This is an optimization exercise on Yosys and OpenROAD, whose aim is small area, a short achievable clock period and few clock cycles per item, not a production implementation. Function was checked by simulation only, so behaviour that the tests miss may differ from the original. Power figures rest on the tool's default switching activity, not on a simulated workload.

--- flow/config.mk ---
export PLATFORM = sky130hd
export DESIGN_NAME = two_link_ik_pd_joint_control
export DESIGN_NICKNAME = two_link_ik_pd_joint_control
export VERILOG_FILES = /design/flow/design.v
export SDC_FILE = /design/flow/constraint.sdc
export NUM_CORES = 4
export LEC_CHECK = 0
export CAP_MARGIN = 20
export CORE_MARGIN = 2
export CORE_UTILIZATION = 40
export SLEW_MARGIN = 20
--- flow/constraint.sdc ---
create_clock -name core_clock -period 10.0 [get_ports {clk}]
set_input_delay 2.0000 -clock core_clock [delete_from_list [all_inputs] [get_ports {clk}]]
set_output_delay 2.0000 -clock core_clock [all_outputs]
set_load 0.01 [all_outputs]
--- flow/design.v ---
module two_link_ik_pd_joint_control (
	input  logic               clk,
	input  logic               arst_n,
	input  logic               in_valid,
	output logic               in_stall,
	input  logic signed [15:0] shoulder_angle,
	input  logic signed [15:0] elbow_angle,
	output logic               out_valid,
	input  logic               out_stall,
	output logic signed [23:0] shoulder_torque,
	output logic signed [23:0] elbow_torque,
	output logic signed [15:0] shoulder_target,
	output logic signed [15:0] elbow_target,
	output logic               target_reachable,
	input  logic               cfg_valid,
	output logic               cfg_ready,
	input  logic [2:0]         cfg_index,
	input  logic [15:0]        cfg_data
);
	localparam int CORDIC_STEPS = 16;
	localparam int ANGLE_WIDTH = 16;
	localparam int ZFRAC = ANGLE_WIDTH - 3;
	localparam int ZW = ZFRAC + 5;
	localparam int CIW = (CORDIC_STEPS > 1) ? $clog2(CORDIC_STEPS) : 1;
	localparam int RSH = (ZFRAC > 13) ? ZFRAC - 13 : 0;
	localparam int LSH = (ZFRAC < 13) ? 13 - ZFRAC : 0;
	localparam int RND = (1 << RSH) >> 1;
	localparam int C_FRAC = 28;
	localparam int ANGLE_LIMIT = 25736;
	localparam int TORQUE_MAX = 8388607;
	localparam int TORQUE_MIN = -8388608;
	localparam int MB_W = 32;
	localparam int DIGIT_W = 4;
	localparam int MUL_DIGITS = MB_W / DIGIT_W;
	localparam logic signed [ZW-1:0] PI_Z = ZW'(34'd3373259426 >> (30 - ZFRAC));
	typedef enum logic [2:0] {
		REG_TARGET_X    = 3'd0,
		REG_TARGET_Y    = 3'd1,
		REG_UPPER_LEN   = 3'd2,
		REG_LOWER_LEN   = 3'd3,
		REG_POS_GAIN    = 3'd4,
		REG_DAMP_GAIN   = 3'd5
	} cfg_reg_t;
	function automatic logic signed [ZW-1:0] cordic_angle(input logic [CIW-1:0] idx);
		logic [63:0] t;
		logic [ZW-1:0] r;
		case (idx)
			0: t = 32'h3243F6A8;
			1: t = 32'h1DAC6705;
			2: t = 32'h0FADBAFC;
			3: t = 32'h07F56EA6;
			4: t = 32'h03FEAB76;
			5: t = 32'h01FFD55B;
			6: t = 32'h00FFFAAA;
			7: t = 32'h007FFF55;
			8: t = 32'h003FFFEA;
			9: t = 32'h001FFFFD;
			10: t = 32'h000FFFFF;
			11: t = 32'h0007FFFF;
			12: t = 32'h0003FFFF;
			13: t = 32'h0001FFFF;
			14: t = 32'h0000FFFF;
			15: t = 32'h00007FFF;
			16: t = 32'h00003FFF;
			17: t = 32'h00001FFF;
			18: t = 32'h00000FFF;
			19: t = 32'h000007FF;
			20: t = 32'h000003FF;
			21: t = 32'h000001FF;
			22: t = 32'h000000FF;
			23: t = 32'h0000007F;
			default: t = 32'h0;
		endcase
		r = t[ZW-1+30-ZFRAC:30-ZFRAC];
		cordic_angle = r;
	endfunction
	typedef enum logic [3:0] {
		ST_IDLE, ST_LOAD, ST_MUL, ST_POST, ST_DIV, ST_SQRT,
		ST_CINIT, ST_CRUN, ST_CEND, ST_DONE
	} state_t;
	typedef enum logic [4:0] {
		OP_PX2, OP_PY2, OP_REACH, OP_L12, OP_NUM1, OP_NUM2, OP_C2SQ,
		OP_K1, OP_K2, OP_Y1, OP_Y2, OP_X1, OP_X2, OP_TS1, OP_TS2, OP_TE1, OP_TE2
	} op_t;
	localparam int MCW = $clog2(MUL_DIGITS);
	state_t state_q;
	op_t    op_q;
	logic signed [15:0] px_q, py_q;
	logic [13:0]        l1_q, l2_q, kp_q, kd_q;
	logic signed [15:0] as_q, ae_q, prev_s_q, prev_e_q;
	logic signed [63:0] ma_q, acc_q;
	logic [MB_W-1:0]    mb_q;
	logic [MCW-1:0]     mcnt_q;
	logic signed [63:0] r2_q, reach_q, k1_q, k2_q, y_q;
	logic [29:0]        den_q;
	logic               ok_q;
	logic [30:0]        rem_q;
	logic [C_FRAC-1:0]  quo_q;
	logic [4:0]         dcnt_q;
	logic               neg_q;
	logic signed [29:0] c2_q;
	logic [57:0]        sv_q, sr_q, sb_q;
	logic [28:0]        s_q;
	logic signed [63:0] cx_q, cy_q;
	logic signed [ZW-1:0] cz_q;
	logic [CIW-1:0]     ci_q;
	logic               czero_q, celbow_q;
	logic signed [15:0] th1_q, th2_q;
	logic signed [23:0] ts_q, te_q;
	logic               out_valid_q;
	logic signed [23:0] ost_q, oet_q;
	logic signed [15:0] osg_q, oeg_q;
	logic               ook_q;
	logic signed [31:0] l1_w, l2_w, lsum_w, px_w, py_w;
	logic signed [63:0] op_a, op_init;
	logic signed [31:0] op_b;
	assign l1_w   = 32'($signed({1'b0, l1_q}));
	assign l2_w   = 32'($signed({1'b0, l2_q}));
	assign lsum_w = l1_w + l2_w;
	assign px_w   = 32'(px_q);
	assign py_w   = 32'(py_q);
	always_comb begin
		op_a    = '0;
		op_b    = '0;
		op_init = '0;
		unique case (op_q)
			OP_PX2: begin op_a = 64'(px_w); op_b = px_w; end
			OP_PY2: begin op_a = 64'(py_w); op_b = py_w; op_init = acc_q; end
			OP_REACH: begin op_a = 64'(lsum_w); op_b = lsum_w; end
			OP_L12: begin op_a = 64'(l1_w); op_b = l2_w; end
			OP_NUM1: begin op_a = 64'(l1_w); op_b = -l1_w; op_init = r2_q; end
			OP_NUM2: begin op_a = 64'(l2_w); op_b = -l2_w; op_init = acc_q; end
			OP_C2SQ: begin op_a = 64'(c2_q); op_b = 32'(c2_q); end
			OP_K1: begin
				op_a    = 64'(c2_q);
				op_b    = l2_w;
				op_init = 64'(l1_w) <<< C_FRAC;
			end
			OP_K2: begin op_a = 64'($signed({1'b0, s_q})); op_b = -l2_w; end
			OP_Y1: begin op_a = k1_q; op_b = py_w; end
			OP_Y2: begin op_a = k2_q; op_b = -px_w; op_init = acc_q; end
			OP_X1: begin op_a = k1_q; op_b = px_w; end
			OP_X2: begin op_a = k2_q; op_b = py_w; op_init = acc_q; end
			OP_TS1: begin
				op_a = 64'($signed({1'b0, kp_q}));
				op_b = 32'(th1_q) - 32'(as_q);
			end
			OP_TS2: begin
				op_a    = 64'($signed({1'b0, kd_q}));
				op_b    = 32'(prev_s_q) - 32'(as_q);
				op_init = acc_q;
			end
			OP_TE1: begin
				op_a = 64'($signed({1'b0, kp_q}));
				op_b = 32'(th2_q) - 32'(ae_q);
			end
			OP_TE2: begin
				op_a    = 64'($signed({1'b0, kd_q}));
				op_b    = 32'(prev_e_q) - 32'(ae_q);
				op_init = acc_q;
			end
			default: ;
		endcase
	end
	logic               mlast;
	logic signed [4:0]  mdig;
	logic signed [63:0] mprod;
	assign mlast = (mcnt_q == MCW'(MUL_DIGITS - 1));
	assign mdig  = $signed({mlast & mb_q[DIGIT_W-1], mb_q[DIGIT_W-1:0]});
	assign mprod = ma_q * mdig;
	localparam logic signed [63:0] TQ_HI = TORQUE_MAX;
	localparam logic signed [63:0] TQ_LO = TORQUE_MIN;
	logic signed [63:0] tq_w;
	logic signed [23:0] tq_sat;
	assign tq_w = (acc_q + 64'sd128) >>> 8;
	always_comb begin
		if (tq_w > TQ_HI)
			tq_sat = 24'(TORQUE_MAX);
		else if (tq_w < TQ_LO)
			tq_sat = 24'(TORQUE_MIN);
		else
			tq_sat = tq_w[23:0];
	end
	logic signed [33:0] num_w, den_w;
	logic [30:0]        num_abs;
	assign num_w   = acc_q[33:0];
	assign den_w   = 34'($signed({1'b0, den_q}));
	assign num_abs = num_w[33] ? 31'(-num_w) : num_w[30:0];
	logic [31:0] rem_sh;
	logic        rem_ge;
	assign rem_sh = {rem_q, 1'b0};
	assign rem_ge = rem_sh >= {2'b0, den_q};
	logic [57:0] sqrt_rb, sqrt_r_nx;
	logic        sqrt_ge;
	assign sqrt_rb   = sr_q + sb_q;
	assign sqrt_ge   = sv_q >= sqrt_rb;
	assign sqrt_r_nx = sqrt_ge ? ((sr_q >> 1) + sb_q) : (sr_q >> 1);
	logic signed [63:0]    cxs, cys;
	logic signed [ZW-1:0]  cang;
	logic signed [ZW+15:0] czr;
	localparam logic signed [ZW+15:0] CZ_HI = ANGLE_LIMIT;
	localparam logic signed [ZW+15:0] CZ_LO = -ANGLE_LIMIT;
	logic signed [15:0]    cres;
	assign cxs  = cx_q >>> ci_q;
	assign cys  = cy_q >>> ci_q;
	assign cang = cordic_angle(ci_q);
	assign czr  = ((ZW+16)'(cz_q) + (ZW+16)'(RND)) >>> RSH <<< LSH;
	always_comb begin
		if (czero_q)
			cres = '0;
		else if (czr > CZ_HI)
			cres = 16'(ANGLE_LIMIT);
		else if (czr < CZ_LO)
			cres = -(16'(ANGLE_LIMIT));
		else
			cres = czr[15:0];
	end
	logic out_free;
	assign out_free = !out_valid_q || !out_stall;
	always_ff @(posedge clk or negedge arst_n) begin
		if (!arst_n) begin
			state_q     <= ST_IDLE;
			op_q        <= OP_PX2;
			px_q        <= 16'sd3277;
			py_q        <= '0;
			l1_q        <= 14'd1638;
			l2_q        <= 14'd1638;
			kp_q        <= 14'd2560;
			kd_q        <= 14'd256;
			prev_s_q    <= '0;
			prev_e_q    <= '0;
			as_q        <= '0;
			ae_q        <= '0;
			ma_q        <= '0;
			mb_q        <= '0;
			acc_q       <= '0;
			mcnt_q      <= '0;
			r2_q        <= '0;
			reach_q     <= '0;
			k1_q        <= '0;
			k2_q        <= '0;
			y_q         <= '0;
			den_q       <= '0;
			ok_q        <= 1'b0;
			rem_q       <= '0;
			quo_q       <= '0;
			dcnt_q      <= '0;
			neg_q       <= 1'b0;
			c2_q        <= '0;
			sv_q        <= '0;
			sr_q        <= '0;
			sb_q        <= '0;
			s_q         <= '0;
			cx_q        <= '0;
			cy_q        <= '0;
			cz_q        <= '0;
			ci_q        <= '0;
			czero_q     <= 1'b0;
			celbow_q    <= 1'b0;
			th1_q       <= '0;
			th2_q       <= '0;
			ts_q        <= '0;
			te_q        <= '0;
			out_valid_q <= 1'b0;
			ost_q       <= '0;
			oet_q       <= '0;
			osg_q       <= '0;
			oeg_q       <= '0;
			ook_q       <= 1'b0;
		end else begin
			if (out_valid_q && !out_stall)
				out_valid_q <= 1'b0;
			if (cfg_valid && cfg_ready) begin
				unique case (cfg_index)
					REG_TARGET_X:  px_q <= cfg_data;
					REG_TARGET_Y:  py_q <= cfg_data;
					REG_UPPER_LEN: l1_q <= cfg_data[13:0];
					REG_LOWER_LEN: l2_q <= cfg_data[13:0];
					REG_POS_GAIN:  kp_q <= cfg_data[13:0];
					REG_DAMP_GAIN: kd_q <= cfg_data[13:0];
					default: ;
				endcase
			end
			unique case (state_q)
				ST_IDLE: begin
					if (in_valid) begin
						as_q    <= shoulder_angle;
						ae_q    <= elbow_angle;
						op_q    <= OP_PX2;
						state_q <= ST_LOAD;
					end
				end
				ST_LOAD: begin
					ma_q    <= op_a;
					mb_q    <= op_b;
					acc_q   <= op_init;
					mcnt_q  <= '0;
					state_q <= ST_MUL;
				end
				ST_MUL: begin
					acc_q  <= acc_q + mprod;
					ma_q   <= ma_q <<< DIGIT_W;
					mb_q   <= mb_q >> DIGIT_W;
					if (mlast) begin
						mcnt_q  <= '0;
						state_q <= ST_POST;
					end else begin
						mcnt_q <= mcnt_q + 1'b1;
					end
				end
				ST_POST: begin
					state_q <= ST_LOAD;
					unique case (op_q)
						OP_PX2: op_q <= OP_PY2;
						OP_PY2: begin r2_q <= acc_q; op_q <= OP_REACH; end
						OP_REACH: begin reach_q <= acc_q; op_q <= OP_L12; end
						OP_L12: begin
							den_q <= 30'(acc_q <<< 1);
							ok_q  <= r2_q < reach_q;
							if (r2_q < reach_q) begin
								op_q <= OP_NUM1;
							end else begin
								th2_q    <= '0;
								cx_q     <= 64'(px_q);
								cy_q     <= 64'(py_q);
								celbow_q <= 1'b0;
								state_q  <= ST_CINIT;
							end
						end
						OP_NUM1: op_q <= OP_NUM2;
						OP_NUM2: begin
							op_q <= OP_C2SQ;
							if (den_q == '0 || num_w >= den_w) begin
								c2_q <= 30'sd1 <<< C_FRAC;
							end else if (num_w <= -den_w) begin
								c2_q <= -(30'sd1 <<< C_FRAC);
							end else begin
								rem_q   <= num_abs;
								neg_q   <= num_w[33];
								quo_q   <= '0;
								dcnt_q  <= '0;
								state_q <= ST_DIV;
							end
						end
						OP_C2SQ: begin
							sv_q    <= (58'd1 << 56) - 58'(acc_q);
							sr_q    <= '0;
							sb_q    <= 58'd1 << 56;
							state_q <= ST_SQRT;
						end
						OP_K1: begin k1_q <= acc_q; op_q <= OP_K2; end
						OP_K2: begin k2_q <= acc_q; op_q <= OP_Y1; end
						OP_Y1: op_q <= OP_Y2;
						OP_Y2: begin y_q <= acc_q; op_q <= OP_X1; end
						OP_X1: op_q <= OP_X2;
						OP_X2: begin
							cx_q     <= acc_q;
							cy_q     <= y_q;
							celbow_q <= 1'b0;
							state_q  <= ST_CINIT;
						end
						OP_TS1: op_q <= OP_TS2;
						OP_TS2: begin ts_q <= tq_sat; op_q <= OP_TE1; end
						OP_TE1: op_q <= OP_TE2;
						OP_TE2: begin te_q <= tq_sat; state_q <= ST_DONE; end
						default: state_q <= ST_IDLE;
					endcase
				end
				ST_DIV: begin
					if (dcnt_q == 5'(C_FRAC)) begin
						c2_q    <= neg_q ? -(30'($signed({1'b0, quo_q})))
						                 : 30'($signed({1'b0, quo_q}));
						state_q <= ST_LOAD;
					end else begin
						if (rem_ge) begin
							rem_q <= 31'(rem_sh - {2'b0, den_q});
							quo_q <= {quo_q[C_FRAC-2:0], 1'b1};
						end else begin
							rem_q <= rem_sh[30:0];
							quo_q <= {quo_q[C_FRAC-2:0], 1'b0};
						end
						dcnt_q <= dcnt_q + 1'b1;
					end
				end
				ST_SQRT: begin
					if (sqrt_ge)
						sv_q <= sv_q - sqrt_rb;
					sr_q <= sqrt_r_nx;
					sb_q <= sb_q >> 2;
					if (sb_q[0]) begin
						s_q      <= sqrt_r_nx[28:0];
						cx_q     <= 64'(c2_q);
						cy_q     <= 64'($signed({1'b0, sqrt_r_nx[28:0]}));
						celbow_q <= 1'b1;
						state_q  <= ST_CINIT;
					end
				end
				ST_CINIT: begin
					czero_q <= (cx_q == '0) && (cy_q == '0);
					ci_q    <= '0;
					if (cx_q < 0) begin
						cz_q <= (cy_q >= 0) ? PI_Z : -PI_Z;
						cx_q <= -cx_q;
						cy_q <= -cy_q;
					end else begin
						cz_q <= '0;
					end
					state_q <= ST_CRUN;
				end
				ST_CRUN: begin
					if (cy_q > 64'sd0) begin
						cx_q <= cx_q + cys;
						cy_q <= cy_q - cxs;
						cz_q <= cz_q + cang;
					end else begin
						cx_q <= cx_q - cys;
						cy_q <= cy_q + cxs;
						cz_q <= cz_q - cang;
					end
					ci_q <= ci_q + 1'b1;
					if (ci_q == CIW'(CORDIC_STEPS - 1))
						state_q <= ST_CEND;
				end
				ST_CEND: begin
					state_q <= ST_LOAD;
					if (celbow_q) begin
						th2_q <= -cres;
						op_q  <= OP_K1;
					end else begin
						th1_q <= cres;
						op_q  <= OP_TS1;
					end
				end
				ST_DONE: begin
					if (out_free) begin
						out_valid_q <= 1'b1;
						ost_q       <= ts_q;
						oet_q       <= te_q;
						osg_q       <= th1_q;
						oeg_q       <= th2_q;
						ook_q       <= ok_q;
						prev_s_q    <= as_q;
						prev_e_q    <= ae_q;
						state_q     <= ST_IDLE;
					end
				end
				default: state_q <= ST_IDLE;
			endcase
		end
	end
	assign in_stall         = (state_q != ST_IDLE);
	assign cfg_ready        = 1'b1;
	assign out_valid        = out_valid_q;
	assign shoulder_torque  = ost_q;
	assign elbow_torque     = oet_q;
	assign shoulder_target  = osg_q;
	assign elbow_target     = oeg_q;
	assign target_reachable = ook_q;
endmodule
--- flow/run.sh ---
#!/bin/bash
# synth_recipe.tcl (not shown) runs the flow's synth.tcl, then flattens the netlist and writes it again
# the make line also repeats each setting of config.mk as NAME=value (left out here)
make -C /OpenROAD-flow-scripts/flow DESIGN_CONFIG=/design/flow/config.mk WORK_HOME=/design/flow/orfs CLKGATE_MAP_FILE= SYNTH_SCRIPT=/design/flow/synth_recipe.tcl finish
==> impl_metrics.env <==
export IMPL_clock_insertion_delay_worst_skew_ns=0.89
export IMPL_timing_max_cap_violations=0
export IMPL_grt_pass1_wl_um=620800
export IMPL_final_hold_worst_slack_ns=0.4816
export IMPL_cts_repair_resized=0
export IMPL_power_density_nw_per_um2=375.2
export IMPL_route_detailed_wl_per_inst_um=26.56
export IMPL_layout_commonest_cell="sky130_fd_sc_hd__nand2_1"
export IMPL_worstSetupEndpointType="flop"
export IMPL_clock_tree_from_tritoncts="done"
export IMPL_grt_pass1_vias=91491
export IMPL_holdCritPathClass="flop to flop"
export IMPL_synthesis_instances=12446
export IMPL_drt_wl_total_um=420900
export IMPL_syn_area_um2=108300
export IMPL_worst_path_max_fanout=70
export IMPL_peakVddDrop_v=0.0003803
export IMPL_regToRegEndpoint="cx_q[62]"
export IMPL_critical_path_arrival_ns=9.12
export IMPL_critical_path_reg2reg_startpoint="ci_q[3]"
export IMPL_post_route_worst_setup_slack_ns=1.585
export IMPL_worst_setup_path_start_kind="flop"
export IMPL_via_per_inst=6.137
export IMPL_nFillCells=26467
export IMPL_route_antenna_remaining_nets=0
export IMPL_cts_sinks=1257
export IMPL_p_clk_frac=0.135
export IMPL_clock_root_buffer="sky130_fd_sc_hd__clkbuf_16"
export IMPL_largest_net_degree_at_the_start_of_global_routing=153
export IMPL_global_route_usage_total=0.2968
export IMPL_core_rowCount=191
export IMPL_synthToLayoutAreaGrowth_pct=9.346
export IMPL_post_route_drc_count=0
export IMPL_p_total_mw=44.45
export IMPL_timing_fmax_mhz=118.8
export IMPL_cts_htree_levels=4
export IMPL_leakage_nw=52.64
export IMPL_crit_type="flop to flop"
export IMPL_timing_final_crit_share=0.8415
export IMPL_top_level_ports=140
export IMPL_synth_warning_count=1
export IMPL_dp_hpwl_um=316300
export IMPL_drt_first_iter_violations=11194
export IMPL_synth_seq_area_share=0.2906
export IMPL_r2r_worst_path_cells=23
export IMPL_setup_viol=0
export IMPL_mappedNetlistNets=13397
export IMPL_clk_path_buf_depth=4
export IMPL_synth_cell_types=112
export IMPL_synthArstFlopShare=1.000
export IMPL_synth_edff_count=0
export IMPL_setup_tns_final_ns=0
export IMPL_setup_repair_after_global_routing_missed_its_margin="no"
export IMPL_min_delay_worst_endpoint="te_q[0]"
export IMPL_report_final_slew_viol_count=0
export IMPL_regToRegSetupSlack_ns=1.59
export IMPL_status="finished clean"
export IMPL_cell_internal_pwr_mw=21.31
export IMPL_hold_viol_final=0
export IMPL_p_seq_frac=0.201
export IMPL_place_worst_setup_slack_ns=1.789
export IMPL_headroom_to_the_max_slew_limit=0.1772
export IMPL_nets=13081
export IMPL_final_cell_mix="sky130_fd_sc_hd__nand2_1 (1310), sky130_fd_sc_hd__dfrtp_1 (1226), sky130_fd_sc_hd__a21oi_1 (873)"
export IMPL_switching_power_total_mw=23.14
export IMPL_holdBufCountCts=0
export IMPL_core_area_um2=270000
export IMPL_antenna_found_initial=53
export IMPL_detailroute_via_count=97256
export IMPL_drive_above_1_share=0.1196
export IMPL_finalClockSkew_ns=0.1187
export IMPL_post_cts_repair_setup_buffers=0
export IMPL_worstHoldPathCells=2
export IMPL_cp_required_ns=10.71
export IMPL_die_h_um=524.4
export IMPL_combinational_group_share_of_total_power=0.665
export IMPL_max_slew_worst_pin_slew_ns=1.230
export IMPL_first_pass_iters=10
export IMPL_chipWidth_um=524.4
export IMPL_min_delay_startpoint="te_q[0]"
export IMPL_layout_min_cycle_time_ns=8.415
export IMPL_yosys_reg_bits=1257
export IMPL_port_buffers=138
export IMPL_gp_congestion=1.058
export IMPL_ys_flop_type="sky130_fd_sc_hd__dfrtp_1"
export IMPL_start_util=0.4012
export IMPL_p_sw_frac=0.5206
export IMPL_cts_buffers=157
export IMPL_clock_pin_slew_on_the_worst_setup_and_hold_paths_ns=0.07
export IMPL_full_die_area_um2=275000
export IMPL_syn_mean_instance_area_um2=8.704
export IMPL_grt_remaining_overflow=0
-- cell families (layout without fill, tap and decap cells) --
family / after synthesis / after routing / share of synthesized area
simple gates: 3729 / 3729 / 0.1627
mux: 924 / 924 / 0.1104
buf+inv: 1504 / 1303 / 0.05429
flops: 1257 / 1257 / 0.2906
fa+ha+maj: 895 / 895 / 0.1208
xor+xnor: 862 / 862 / 0.06969
compound gates: 3274 / 3274 / 0.1915
other cells: 1 / 34 / 0.00003461
-- cell usage after synthesis (all sizes together), types with 50 or more instances --
library cell	number	share of area
nand4	119	0.0069
a22oi	53	0.0037
clkbuf	736	0.026
mux4	153	0.032
fa	252	0.047
o211ai	64	0.0044
nand3	255	0.012
dfrtp	1235	0.29
a221oi	150	0.012
o21ai	882	0.041
a211oi	102	0.0071
inv	648	0.022
mux2	631	0.066
buf	119	0.0063
mux2i	140	0.013
a222oi	50	0.0046
and3	97	0.0056
or3	82	0.0047
ha	643	0.074
o21bai	73	0.0051
o22ai	51	0.0029
o21a	81	0.0056
or2	52	0.0030
nor2b	100	0.0058
a21oi	875	0.040
a31oi	172	0.0099
o31ai	113	0.0078
nor2	852	0.030
xnor2	487	0.039
nor4	82	0.0050
and2	281	0.016
nand2b	97	0.0056
nor3	252	0.012
nand2	1321	0.046
a21o	272	0.019
xor2	375	0.030
-- routing by layer --
metal,GRT usage,wire [um],vias to the layer above
li1,-,-,43886
met4,0.1583,25000,16
met1,0.3908,172900,48146
met3,0.07294,40010,916
met5,0,110,-
met2,0.4481,182900,4292
-- critical path, cell delays in order, from the launching register on --
cell                       delay, ns
sky130_fd_sc_hd__dfrtp_4        1.01
sky130_fd_sc_hd__buf_4          0.40
sky130_fd_sc_hd__mux2i_1        0.41
sky130_fd_sc_hd__mux2i_1        0.22
sky130_fd_sc_hd__mux4_2         0.57
sky130_fd_sc_hd__nor4_1         0.53
sky130_fd_sc_hd__and4bb_1       0.35
sky130_fd_sc_hd__and2_1         0.31
sky130_fd_sc_hd__inv_1          0.09
sky130_fd_sc_hd__nor2_1         0.12
sky130_fd_sc_hd__o21ai_0        0.11
sky130_fd_sc_hd__xor2_1         0.18
sky130_fd_sc_hd__ha_1           0.43
sky130_fd_sc_hd__inv_1          0.05
sky130_fd_sc_hd__or3_1          0.44
sky130_fd_sc_hd__or4_1          0.55
sky130_fd_sc_hd__or4_1          0.67
sky130_fd_sc_hd__a31o_2         0.32
sky130_fd_sc_hd__o21ai_1        0.25
sky130_fd_sc_hd__a311o_1        0.35
sky130_fd_sc_hd__a31oi_1        0.23
sky130_fd_sc_hd__nor3_1         0.21
sky130_fd_sc_hd__o21ai_0        0.10
sky130_fd_sc_hd__a221oi_1       0.33
-- final cells by class --
cell class	count	area, um2	share of cell area
Timing Repair Buffer	380	3378	0.02852
Inverter	649	2439	0.02059
Tap cell	3570	4467	0.03771
Antenna cell	33	82.58	0.0006971
Clock inverter	59	794.5	0.006707
Sequential cell	1257	31500	0.2659
Multi-Input combinational cell	9685	71380	0.6025
Clock buffer	215	4419	0.03731
-- registers in the layout, summed over array words and instances, names as in the netlist, 58 cells and up --
name and count:
acc_q 64, cx_q 64, cy_q 64, k1_q 64, k2_q 64, ma_q 64
r2_q 64, reach_q 64, sr_q 58, sv_q 58, y_q 64
-- power groups by stage --
| stage | Sequential [mW] | Combinational [mW] | Clock (mW) |
|---|---|---|---|
| finish | 8.92 | 29.5 | 5.99 |
| global route | 9.05 | 32.2 | 6.26 |
| CTS | 8.82 | 29.0 | 6.06 |
| detailed placement | 8.91 | 28.8 | 0 |
| global placement | 8.88 | 28.8 | 0 |
| floorplan | 7.55 | 21.1 | 0 |
-- worst max-delay path by stage --
stage          slack [ns]  depth (start not counted)    start       end
5_1_grt              1.02                         24  cy_q[4]  cx_q[59]
6_report             1.59                         23  ci_q[3]  cx_q[62]
3_5_place_dp         1.79                         22  cy_q[4]  cx_q[62]
2_1_floorplan        2.10                         34  ci_q[2]  cx_q[62]
4_1_cts              1.80                         22  cy_q[4]  cx_q[62]
3_3_place_gp         1.86                         23  cy_q[4]  cx_q[63]
-- per-stage QoR --
stage / instances / instance area [um2] / util
after floorplan: 12446 / 108300 / -
after global placement: 15539 / 113100 / 0.4190
after detailed placement: 15541 / 113200 / 0.4190
after CTS: 15815 / 118400 / 0.4383
after global routing: 15828 / 118400 / 0.4385
final: 15848 / 118500 / 0.4387
Testbench counts, summed over its fixed seeds: cycles 305,713, items 1,271.

static timing again, ports no longer ideal:
The results above use ideal ports. As a check the final layout listed here was re-extracted and re-timed, cells and wires unchanged.
Step 1 assumes that a clkbuf_16 drives the clock port and a buf_2 every other input.
Step 2 moves the port delays by t, midway between the first and last clock arrival at a register: inputs arrive t later, outputs are due t later. That takes back most of the time a late clock gives input paths.
Three values: no drivers, after step 1, after step 2; two values: the first two.
shift t [ns]: 0.929
setup WS [ns]: 1.585 / 1.585 / 1.585
hold slack, ns: 0.482 / 0.482 / 0.482
worst setup path after step 2: register to register
After both steps this run still meets setup and hold. For this run, drivers alone change the setup slack by 0.000 ns; drivers and shift together by 0.000 ns.
